From an optimization exercise on the open Yosys and OpenROAD flow, aimed at small area and a short achievable clock period; shortcuts taken in it are not production practice. Where RTL was checked, it was by simulation tests only, not by an equivalence proof against the original.

==> flow/design.v <==
module muldiv_hilo (
  input  logic        clk,
  input  logic        reset,
  input  logic        start,
  input  logic [1:0]  op,
  input  logic        we,
  input  logic        hilo_wsel,
  input  logic        rd_sel,
  input  logic [31:0] A,
  input  logic [31:0] B,
  output logic        busy,
  output logic [31:0] result
);
  localparam int W = 34;
  localparam logic [7:0] STYLE = 8'h3A;
  localparam int HYB = 12;
  logic [3:0]  cnt_q;
  logic        hv_q, lv_q;   
  logic [31:0] hi_q, lo_q, m_q;
  logic        hx_q;         
  logic        bp_q;         
  logic        div_q, sgn_q, sa_q;
  assign busy = (cnt_q != 4'd0);
  wire sel_lo = rd_sel & lv_q;
  wire sel_hi = ~rd_sel & hv_q;
  assign result = ({32{sel_lo}} & lo_q) | ({32{sel_hi}} & hi_q);
  wire accept = start & ~busy;
  wire wr     = we & ~start & ~busy;
  logic [3:0] cnt_d;
  logic       div_d;
  logic       last, first, dabs, dstep, mstep;
  always_comb begin
    cnt_d = cnt_q;
    div_d = div_q;
    if (busy) cnt_d = cnt_q - 4'd1;
    else if (accept) begin
      cnt_d = op[1] ? 4'd10 : 4'd5;
      div_d = op[1];
    end
  end
  always_ff @(posedge clk) begin
    last  <= (cnt_d == 4'd1);
    first <= (cnt_d == (div_d ? 4'd9 : 4'd5));
    dabs  <= div_d & (cnt_d == 4'd10);
    dstep <= div_d & (cnt_d != 4'd1) & (cnt_d != 4'd10);
    mstep <= ~div_d & (cnt_d != 4'd1);
  end
  wire         sb    = sgn_q & m_q[31];
  wire [W-1:0] acc_x = {{(W-33){hx_q}}, hx_q, hi_q};
  wire [W-1:0] m_x   = {{(W-32){sb}}, m_q};
  wire [W-1:0] m_x2  = {m_x[W-2:0], 1'b0};
  wire [W-1:0] lo_x  = {{(W-32){1'b0}}, lo_q};
  logic [W-1:0] X [1:4];
  logic [W-1:0] Y [1:4];
  logic         N [1:4];
  logic [W-1:0] S [1:4];
  logic         x_d [1:4];    
  logic         x_m [1:4];    
  logic         y_1 [1:4];    
  logic         y_2 [1:4];    
  logic         y_a [1:4];    
  logic [W-1:0] alt [1:4];
  logic [W-1:0] prv [1:4];
  always_comb begin
    logic b2, b1, b0;
    for (int k = 1; k <= 4; k++) begin
      b2 = lo_q[2*k-1];
      b1 = lo_q[2*k-2];
      b0 = (k == 1) ? bp_q : lo_q[2*k-3];
      x_d[k] = dstep & ~(k == 1 & first);
      x_m[k] = (k == 1) ? (~dstep & ~first) : mstep;
      y_a[k] = 1'b0;
      alt[k] = lo_x;
      if (mstep) begin
        y_1[k] = b1 ^ b0;
        y_2[k] = (b2 & ~b1 & ~b0) | (~b2 & b1 & b0);
        N[k]   = b2 & ~(b1 & b0);
      end else if (dstep) begin
        y_1[k] = 1'b1;
        y_2[k] = 1'b0;
        N[k]   = 1'b0;   
      end else if (dabs) begin
        y_1[k] = 1'b0;
        y_2[k] = 1'b0;
        y_a[k] = (k == 3);
        N[k]   = (k == 3) & sa_q;
      end else begin
        y_1[k] = (k == 1) & (div_q ? hx_q : (~sgn_q & bp_q));
        y_2[k] = 1'b0;
        y_a[k] = (k == 2) | (k == 3 & div_q);
        N[k]   = (k == 1) ? (div_q & sb) :
                 (k == 2) ? (div_q & sa_q) :
                 (k == 3) ? (div_q & (sa_q ^ sb) & ~(lo_q[31] & lo_q[30])) : 1'b0;
      end
    end
    alt[2] = S[1];
    for (int k = 1; k <= 4; k++) begin
      prv[k] = (k == 1) ? (acc_x & {W{~first}}) : S[k-1];
      if (k == 1)
        X[k] = ({W{x_d[k]}} & {acc_x[W-2:0], lo_q[31]})
             | ({W{x_m[k]}} & acc_x)
             | {{(W-1){1'b0}}, dstep & first & lo_q[31]};
      else
        X[k] = ({W{x_d[k]}} & {S[k-1][W-2:0], lo_q[32-k]})
             | ({W{x_m[k]}} & {{2{S[k-1][W-1]}}, S[k-1][W-1:2]});
      if (dstep) N[k] = ~prv[k][33] ^ sb;
      Y[k] = ({W{y_1[k]}} & m_x) | ({W{y_2[k]}} & m_x2) | ({W{y_a[k]}} & alt[k]);
      if (STYLE[2*(k-1) +: 2] == 2'd1) begin
        S[k] = X[k] + (Y[k] ^ {W{N[k]}}) + {{(W-1){1'b0}}, N[k]};
      end else if (STYLE[2*(k-1) +: 2] == 2'd2) begin
        logic c, yy, p;
        c = N[k];
        for (int j = 0; j < W; j++) begin
          yy      = Y[k][j] ^ N[k];
          p       = X[k][j] ^ yy;
          S[k][j] = p ^ c;
          c       = p ? c : yy;
        end
      end else if (STYLE[2*(k-1) +: 2] == 2'd3) begin
        logic c, yy, p;
        c = N[k];
        for (int j = 0; j < W; j++) begin
          yy = Y[k][j] ^ N[k];
          if (j < HYB) begin
            p       = X[k][j] ^ yy;
            S[k][j] = p ^ c;
            c       = p ? c : yy;
          end else begin
            S[k][j] = X[k][j] ^ yy ^ c;
            c       = (X[k][j] & yy) | (c & (X[k][j] ^ yy));
          end
        end
      end else begin
        logic c, yy;
        c = N[k];
        for (int j = 0; j < W; j++) begin
          yy      = Y[k][j] ^ N[k];
          S[k][j] = X[k][j] ^ yy ^ c;
          c       = (X[k][j] & yy) | (c & (X[k][j] ^ yy));
        end
      end
    end
  end
  always_ff @(posedge clk or posedge reset) begin
    if (reset) begin
      cnt_q <= '0;
      hv_q  <= 1'b0;
      lv_q  <= 1'b0;
    end else begin
      cnt_q <= cnt_d;
      if (busy) begin
        if (last) begin
          hv_q <= 1'b1;
          lv_q <= 1'b1;
        end
      end else if (wr) begin
        if (hilo_wsel) hv_q <= 1'b1;
        else           lv_q <= 1'b1;
      end
    end
  end
  wire h_a  = wr & hilo_wsel;
  wire h_s  = busy & last;
  wire h_m  = busy & mstep;
  wire h_d  = busy & dstep;
  wire h_h  = ~(h_a | h_s | h_m | h_d);
  wire l_a  = accept | (wr & ~hilo_wsel);
  wire l_s  = busy & ((last & div_q) | dabs);
  wire l_m  = h_m;
  wire l_d  = h_d;
  wire l_h  = ~(l_a | l_s | l_m | l_d);
  wire [31:0] hi_d = ({32{h_a}} & A) | ({32{h_s}} & S[2][31:0]) | ({32{h_m}} & S[4][33:2])
                   | ({32{h_d}} & S[4][31:0]) | ({32{h_h}} & hi_q);
  wire [31:0] lo_d = ({32{l_a}} & A) | ({32{l_s}} & S[3][31:0])
                   | ({32{l_m}} & {S[4][1:0], S[3][1:0], S[2][1:0], S[1][1:0], lo_q[31:8]})
                   | ({32{l_d}} & {lo_q[27:0], ~S[1][33], ~S[2][33], ~S[3][33], ~S[4][33]})
                   | ({32{l_h}} & lo_q);
  always_ff @(posedge clk) begin
    hi_q <= hi_d;
    lo_q <= lo_d;
    if (busy) begin
      if (mstep) begin
        hx_q <= S[4][33];
        bp_q <= lo_q[7];
      end else if (dstep) begin
        hx_q <= S[4][32];
      end
    end else if (accept) begin
      m_q   <= B;
      bp_q  <= 1'b0;
      div_q <= op[1];
      sgn_q <= op[0];
      sa_q  <= op[0] & A[31];
    end
  end
endmodule
export LEC_CHECK = 0
export ABC_AREA = 1
export CAP_MARGIN = 20
export CORE_MARGIN = 2
export CORE_UTILIZATION = 70
export SLEW_MARGIN = 20
create_clock -name core_clock -period 110.0 [get_ports {clk}]
standard.sh (not shown) runs the stock make flow with config.mk's settings and CLKGATE_MAP_FILE= SYNTH_SCRIPT=/design/flow/synth_recipe.tcl, a recipe that flattens the netlist after the stock synthesis.
==> flow/flow/run.sh <==
#!/bin/bash
# Own layout flow: the standard layout (standard synthesis unchanged), with
#  - the port buffers made as the smallest buffer cell instead of the default
#    choice,
#  - the timing repair steps asked to keep a setup margin, so that they also
#    work on the paths that set the period the design achieves, although
#    those meet the clock by a wide margin,
#  - after placement, the cells that synthesis upsized downsized wherever the
#    setup slack stays within that margin (flow/post_resize.tcl).
# Every tool's output goes to a log file in this folder; ORFS also keeps its
# per-step logs under orfs/logs.
set -euo pipefail
here=$(pwd)
export BUFFER_PORTS_ARGS="-buffer_cell sky130_fd_sc_hd__buf_1"
export SETUP_SLACK_MARGIN=65
export DS_MARGIN=65
export POST_RESIZE_TCL="$here/flow/post_resize.tcl"
bash standard.sh finish > flow_make.log 2>&1
test -s out/final.def
Other scripts of this flow, unchanged in this note and not shown: flow/flow/downsize.tcl, flow/flow/post_resize.tcl
==> next run, changes <==
--- a/flow/design.v
+++ b/flow/design.v
@@ -12,9 +12,9 @@
   output logic [31:0] result
 );
   localparam int W = 34;
   localparam logic [7:0] STYLE = 8'h3A;
-  localparam int HYB = 12;
+  localparam int HYB = 6;
   logic [3:0]  cnt_q;
   logic        hv_q, lv_q;   
   logic [31:0] hi_q, lo_q, m_q;
   logic        hx_q;         
The changed run completed with no timing, DRC or antenna violations.
Routed wire length increases by a few percent.
Global-route usage increases by 2.6 points.
Non-clock buffer count increases by 17.
Sequential share of layout area decreases by 0.33 points.
Area after synthesis decreases slightly.
Worst setup slack got worse by 0.023 ns.
Function not checked in the second run of this note: the RTL went through the layout flow alone.

## separate check: timing with driven ports
How much do the figures lean on ideal ports? The routed layouts below were timed once more, with nothing changed but the port constraints. Step 1 sets driving cells, clkbuf_16 on the clock port and buf_2 on the other inputs (assumed; they add their load-dependent delay and slew). Step 2, shift: input delay + t, output delay - t, t = (earliest + latest rising clock arrival at the registers) / 2. This alone moves slack from input paths to output paths. Three values: no drivers, after step 1, after step 2; two values: the first two.
| run | shift t [ns] | slack for setup (ns) | hold WS [ns] | worst slew at a driven data input, ns |
|---|---|---|---|---|
| the first run | 0.419 | 65.089 / 65.067 / 65.067 | 0.464 / 0.464 / 0.464 | 0.04 |
| the second run | 0.418 | 65.066 / 65.043 / 65.043 | 0.474 / 0.474 / 0.474 | 0.04 |
After both steps setup and hold are still met in every run listed. For the second run, which loses most, drivers alone change the setup slack by -0.023 ns; drivers and shift together by -0.023 ns.
